Context: an optimization exercise on an open-source flow, tuned for small area. The choices shown serve that exercise and are no tape-out recipe.
In this exercise RTL edits were held to simulation tests only and were not proved equivalent to the original.
Power figures rest on the tool's default switching activity, not on a simulated workload.

## aes_round_key_store
module aes_round_key_store #(
    parameter int unsigned KEY_W    = aes_pkg::AES_KEY_W,
    parameter int unsigned NUM_KEYS = aes_pkg::AES_NUM_ROUNDS + 1,
    parameter int unsigned IDX_W    = aes_pkg::AES_IDX_W
) (
    input  logic             clk,
    input  logic             rst,
    input  logic             wr_en,
    input  logic [IDX_W-1:0] wr_index,
    input  logic [KEY_W-1:0] wr_key,
    output logic             keys_ready,
    input  logic             start,
    input  logic             decrypt,
    output logic             busy,
    output logic             rk_valid,
    input  logic             rk_ready,
    output logic [IDX_W-1:0] rk_index,
    output logic [KEY_W-1:0] rk_key,
    output logic             rk_last,
    output logic             err_seq
);
    localparam logic [IDX_W-1:0] LAST_IDX = IDX_W'(NUM_KEYS - 1);
    localparam logic [IDX_W-1:0] NONE_IDX = '1;
    logic             busy_q;
    logic             dec_q;
    logic [IDX_W-1:0] idx_q;
    logic [IDX_W-1:0] last_wr_q;
    logic             err_q;
    logic                wr_ok;
    logic                wr_accept;
    logic [NUM_KEYS-1:0] we;
    logic [NUM_KEYS-1:0] rsel;
    logic                begin_stream;
    assign keys_ready = (last_wr_q == LAST_IDX);
    assign wr_ok = (wr_index == '0) ||
                   ((wr_index <= LAST_IDX) &&
                    ((wr_index == last_wr_q) || (wr_index == last_wr_q + IDX_W'(1))));
    assign wr_accept = wr_en && !busy_q && wr_ok;
    always_comb begin
        for (int i = 0; i < NUM_KEYS; i++) begin
            we[i]   = wr_accept && (wr_index == IDX_W'(i));
            rsel[i] = (idx_q == IDX_W'(i));
        end
    end
    aes_rk_mem #(
        .KEY_W    (KEY_W),
        .NUM_KEYS (NUM_KEYS)
    ) u_mem (
        .clk   (clk),
        .we    (we),
        .wdata (wr_key),
        .rsel  (rsel),
        .rdata (rk_key)
    );
    assign begin_stream = !busy_q && start && keys_ready;
    always_ff @(posedge clk) begin
        if (rst) begin
            busy_q    <= 1'b0;
            dec_q     <= 1'b0;
            idx_q     <= '0;
            last_wr_q <= NONE_IDX;
            err_q     <= 1'b0;
        end else begin
  ...
export LEC_CHECK = 0
export CAP_MARGIN = 20
export CORE_MARGIN = 2
export CORE_UTILIZATION = 65
export CTS_BUF_LIST = sky130_fd_sc_hd__clkbuf_4 sky130_fd_sc_hd__clkbuf_8
export PLACE_DENSITY = 0.75
export SLEW_MARGIN = 20
create_clock -name core_clock -period 5.0 [get_ports {clk}]
run.sh (not shown) runs the stock make flow with config.mk's settings and CLKGATE_MAP_FILE= SYNTH_SCRIPT=/design/flow/synth_recipe.tcl, a recipe that flattens the netlist after the stock synthesis.
The baseline produced a clean layout.
Next try:
Settings changed: CORE_UTILIZATION 65 to 45, CTS_BUF_LIST sky130_fd_sc_hd__clkbuf_4 sky130_fd_sc_hd__clkbuf_8 to default, PLACE_DENSITY 0.75 to 0.6.
Effect:
- The changed run finished with timing, DRC and antenna clean
- clock skew falls by 0.045 ns
- core utilization came out lower by 23 points
- power is higher by 5.7%
- via count is lower by 3.0%
- hold slack degrades by 0.010 ns
- wire length rose by 7.2%
- clock-buffer cell count came out lower by 106
- cell area increases by 1.6%
- sequential share of layout area came out lower by 1.1 points

* * *

== build 33 ==
The RTL this note starts from:
==> flow/design.v <==
package aes_pkg;
    localparam int unsigned AES_KEY_W      = 128;
    localparam int unsigned AES_NUM_ROUNDS = 10;
    localparam int unsigned AES_IDX_W      = 4;
    typedef enum logic [0:0] {
        ST_IDLE,
        ST_STREAM
    } stream_state_e;
endpackage
module aes_rk_slot #(
    parameter int unsigned KEY_W = 128
) (
    input  logic             clk,
    input  logic             we,
    input  logic             keep,
    input  logic [KEY_W-1:0] wdata,
    output logic [KEY_W-1:0] q,
    output logic             flag
);
    always_ff @(posedge clk) begin
        q    <= ~((q | {KEY_W{we}}) & (wdata | {KEY_W{keep}}));
        flag <= ~((flag | we) & keep);
    end
endmodule
module aes_rk_xor #(
    parameter int unsigned W = 128
) (
    input  logic [W-1:0] a,
    input  logic         b,
    output logic [W-1:0] y
);
    assign y = a ^ {W{b}};
endmodule
module aes_rk_aoi222 (
    input  logic [2:0] a,
    input  logic [2:0] b,
    output logic       y
);
    assign y = !((a[0] & b[0]) | (a[1] & b[1]) | (a[2] & b[2]));
endmodule
module aes_rk_nand3 (
    input  logic [2:0] a,
    output logic       y
);
    assign y = !(&a);
endmodule
module aes_rk_ao221 (
    input  logic [1:0] a,
    input  logic [1:0] b,
    input  logic       c,
    output logic       y
);
    assign y = (a[0] & b[0]) | (a[1] & b[1]) | c;
endmodule
module aes_rk_rdbit (
    input  logic [10:0] d,
    input  logic [10:0] sel,
    output logic        y
);
    logic [2:0] n;
    logic       m;
    aes_rk_aoi222 u_g0 (.a(d[2:0]),  .b(sel[2:0]),  .y(n[0]));
    aes_rk_aoi222 u_g1 (.a(d[5:3]),  .b(sel[5:3]),  .y(n[1]));
    aes_rk_aoi222 u_g2 (.a(d[8:6]),  .b(sel[8:6]),  .y(n[2]));
    aes_rk_nand3  u_g3 (.a(n), .y(m));
    aes_rk_ao221  u_g4 (.a(d[10:9]), .b(sel[10:9]), .c(m), .y(y));
endmodule
module aes_rk_mem #(
    parameter int unsigned KEY_W    = 128,
    parameter int unsigned NUM_KEYS = 11
) (
    input  logic                clk,
    input  logic [NUM_KEYS-1:0] we,
    input  logic [NUM_KEYS-1:0] keep,
    input  logic [KEY_W-1:0]    wdata,
    input  logic [NUM_KEYS-1:0] rsel,
    output logic [KEY_W-1:0]    rdata
);
    logic [KEY_W-1:0]    slot_q [NUM_KEYS];
    logic [NUM_KEYS-1:0] flag_q;
    logic [KEY_W-1:0]    rdata_x;
    logic                rflag;
    for (genvar i = 0; i < NUM_KEYS; i++) begin : g_slot
        aes_rk_slot #(.KEY_W(KEY_W)) u_slot (
            .clk   (clk),
            .we    (we[i]),
            .keep  (keep[i]),
            .wdata (wdata),
            .q     (slot_q[i]),
            .flag  (flag_q[i])
        );
    end
    for (genvar b = 0; b < KEY_W; b++) begin : g_rd
        logic [NUM_KEYS-1:0] col;
        for (genvar i = 0; i < NUM_KEYS; i++) begin : g_col
            assign col[i] = slot_q[i][b];
        end
        aes_rk_rdbit u_rd (
            .d   (col),
            .sel (rsel),
            .y   (rdata_x[b])
        );
    end
    aes_rk_rdbit u_rd_flag (
        .d   (flag_q),
        .sel (rsel),
        .y   (rflag)
    );
    aes_rk_xor #(.W(KEY_W)) u_rx (.a(rdata_x), .b(rflag), .y(rdata));
endmodule
module aes_round_key_store #(
    parameter int unsigned KEY_W    = aes_pkg::AES_KEY_W,
    parameter int unsigned NUM_KEYS = aes_pkg::AES_NUM_ROUNDS + 1,
    parameter int unsigned IDX_W    = aes_pkg::AES_IDX_W
) (
    input  logic             clk,
    input  logic             rst,
    input  logic             wr_en,
    input  logic [IDX_W-1:0] wr_index,
    input  logic [KEY_W-1:0] wr_key,
    output logic             keys_ready,
    input  logic             start,
    input  logic             decrypt,
    output logic             busy,
    output logic             rk_valid,
    input  logic             rk_ready,
    output logic [IDX_W-1:0] rk_index,
    output logic [KEY_W-1:0] rk_key,
    output logic             rk_last,
    output logic             err_seq
);
    localparam logic [IDX_W-1:0] LAST_IDX = IDX_W'(NUM_KEYS - 1);
    localparam logic [IDX_W-1:0] NONE_IDX = '1;
    logic             busy_q;
    logic             dec_q;
    logic [NUM_KEYS-1:0] sel_q;    
    logic [IDX_W-1:0] last_wr_q;
    logic             err_q;
    logic                wr_ok;
    logic                wr_accept;
    logic [NUM_KEYS-1:0] we;
    logic [NUM_KEYS-1:0] keep;
    logic                begin_stream;
    assign keys_ready = (last_wr_q == LAST_IDX);
    assign wr_ok = (wr_index == '0) ||
                   ((wr_index <= LAST_IDX) &&
                    ((wr_index == last_wr_q) || (wr_index == last_wr_q + IDX_W'(1))));
    assign wr_accept = wr_en && !busy_q && wr_ok;
    always_comb begin
        for (int i = 0; i < NUM_KEYS; i++) begin
            we[i]   = wr_accept && (wr_index == IDX_W'(i));
            keep[i] = !we[i];
        end
    end
    aes_rk_mem #(
        .KEY_W    (KEY_W),
        .NUM_KEYS (NUM_KEYS)
    ) u_mem (
        .clk   (clk),
        .we    (we),
        .keep  (keep),
        .wdata (wr_key),
        .rsel  (sel_q),
        .rdata (rk_key)
    );
    assign begin_stream = !busy_q && start && keys_ready;
    always_ff @(posedge clk) begin
        if (rst) begin
            busy_q    <= 1'b0;
            dec_q     <= 1'b0;
            sel_q     <= NUM_KEYS'(1);
            last_wr_q <= NONE_IDX;
            err_q     <= 1'b0;
        end else begin
            if (wr_en && !(wr_ok && !busy_q)) err_q <= 1'b1;
            if (wr_accept) last_wr_q <= wr_index;
            if (begin_stream) begin
                busy_q <= 1'b1;
                dec_q  <= decrypt;
                sel_q  <= decrypt ? NUM_KEYS'(1) << LAST_IDX : NUM_KEYS'(1);
            end else if (busy_q && rk_ready) begin
                if (rk_last) busy_q <= 1'b0;
                else         sel_q  <= dec_q ? sel_q >> 1 : sel_q << 1;
            end
        end
    end
    assign busy     = busy_q;
    assign rk_valid = busy_q;
    assign rk_last  = dec_q ? sel_q[0] : sel_q[NUM_KEYS-1];
    always_comb begin
        rk_index = '0;
        for (int i = 0; i < NUM_KEYS; i++) begin
            if (sel_q[i]) rk_index = rk_index | IDX_W'(i);
        end
    end
    assign err_seq  = err_q;
endmodule
export LEC_CHECK = 0
export CAP_MARGIN = 20
export CORE_MARGIN = 2
export CORE_UTILIZATION = 65
export CTS_BUF_LIST = sky130_fd_sc_hd__clkbuf_16
export CTS_CLUSTER_DIAMETER = 60
export CTS_CLUSTER_SIZE = 20
export PLACE_DENSITY = 0.75
export SLEW_MARGIN = 50
export SYNTH_HIERARCHICAL = 1
create_clock -name core_clock -period 5.0 [get_ports {clk}]
standard.sh (not shown) runs the stock make flow with config.mk's settings and CLKGATE_MAP_FILE= SYNTH_SCRIPT=/design/flow/synth_recipe.tcl, a recipe that flattens the netlist after the stock synthesis.
==> flow/flow/run.sh <==
#!/bin/bash
# Own layout flow: the standard flow (standard.sh, unchanged synthesis and
# steps), with the port buffers that global placement inserts made from the
# smallest buffer cell instead of the default choice.
set -euo pipefail
export BUFFER_PORTS_ARGS="-buffer_cell sky130_fd_sc_hd__buf_1"
bash standard.sh > standard.log 2>&1
#### Input delta (build 7 over build 33)
Settings: changing SLEW_MARGIN from 50 to 35; changing CORE_UTILIZATION from 65 to 75; changing CTS_CLUSTER_SIZE from 20 to 30; changing CTS_CLUSTER_DIAMETER from 60 to 80; changing PLACE_DENSITY from 0.75 to 0.85.
### Flow results
Maximum number of pins on one net before global-route repair ends up lower on build 33. From build 33 to build 7, sum of buffers and inverters on the critical path did not move at all. Diff build 33..build 7 | max-capacitance violation count | unchanged. Looking at arrival time at the worst endpoint, build 7 sits above build 33.
Input-level comparison between build 56 and build 7:
Settings: a change of CORE_UTILIZATION from 75 to 65; a change of SLEW_MARGIN from 35 to 50; a change of PLACE_DENSITY from 0.85 to 0.75.
Results
Total design power (lower): build 56. Going from build 7 to build 56, final critical-path setup slack grows by 0.24 ns. Share of post-route cells with drive strength above 1: lower on build 7. Die area on build 56 is up relative to build 7.
Changes in build 6 relative to build 56:
Settings: CORE_UTILIZATION changed from 65 to 75; PLACE_DENSITY changed from 0.75 to 0.85.
==> comparison <==
Looking only at via total after detailed routing, and setting everything else aside, the higher value of build 56 and build 6 goes to build 6.
Relative to build 56, power dissipated by switching net loads increased by about 2.3% in build 6.
Met3 wirelength from detailed routing (lower): build 56

* * *

== the previous run ==
Another version of the RTL of aes_round_key_store (not shown whole).
For scale: about 1400 flip-flops, ~48000 um^2 of cells after synthesis.
export LEC_CHECK = 0
export CAP_MARGIN = 20
export CORE_MARGIN = 2
export CORE_UTILIZATION = 85
export CTS_BUF_LIST = sky130_fd_sc_hd__clkbuf_16
export CTS_CLUSTER_DIAMETER = 80
export CTS_CLUSTER_SIZE = 30
export PLACE_DENSITY = 0.9
export SLEW_MARGIN = 35
export SYNTH_HIERARCHICAL = 1
create_clock -name core_clock -period 5.0 [get_ports {clk}]
Scripts as last shown in full above: flow/flow/run.sh
Ran to the end and failed final checks on negative setup slack: the previous run.
#### Input delta (the current run over the previous run)
diff --git a/flow/config.mk b/flow/config.mk
--- a/flow/config.mk
+++ b/flow/config.mk
@@ -8,9 +8,9 @@
 export CAP_MARGIN = 20
 export CORE_MARGIN = 2
-export CORE_UTILIZATION = 85
+export CORE_UTILIZATION = 65
 export CTS_BUF_LIST = sky130_fd_sc_hd__clkbuf_16
 export CTS_CLUSTER_DIAMETER = 80
 export CTS_CLUSTER_SIZE = 30
-export PLACE_DENSITY = 0.9
-export SLEW_MARGIN = 35
+export PLACE_DENSITY = 0.75
+export SLEW_MARGIN = 50
 export SYNTH_HIERARCHICAL = 1
==> results.txt <==
Both conditions hold for the current run: the flow ran to the end and the final layout passed the timing, DRC and antenna checks.
As far as clock-pin transition on the worst setup and hold timing paths is concerned, the previous run and the current run perform about the same.
Count of buffer and inverter cells on the critical path ended up 1 higher on the current run than on the previous run.
Looking only at post-placement cell area, and setting everything else aside, the lower value of the current run and the previous run goes to the previous run.

## port drivers added, routing unchanged
The results above use ideal ports. As a check the final layouts listed here were re-extracted and re-timed, cells and wires unchanged. Step 1, drivers: a clkbuf_16 drives clk and a buf_2 each remaining input, both assumed. Step 2 moves the port delays by t, midway between the first and last clock arrival at a register: inputs arrive t later, outputs are due t later. That takes back most of the time a late clock gives input paths. Slacks: ideal ports / drivers / drivers and shift; pairs: ideal ports / drivers.
| run | t, ns | setup WS [ns] | worst setup path at the end |
|---|---|---|---|
| the first run of note 1 | 0.890 | 0.101 / 0.036 / 0.461 | input to register |
| the second run of note 1 | 0.803 | 0.121 / 0.054 / 0.525 | input to register |
| build 33 | 0.720 | 0.666 / 0.595 / 1.045 | input to register |
| build 7 | 0.743 | 0.392 / 0.322 / 1.012 | input to register |
| build 56 | 0.732 | 0.637 / 0.565 / 1.028 | input to register |
| build 6 | 0.743 | 0.508 / 0.438 / 0.984 | input to register |
| the previous run | 0.751 | -0.016 / -0.080 / 0.619 | input to register |
| the current run | 0.733 | 0.208 / 0.141 / 0.789 | input to register |
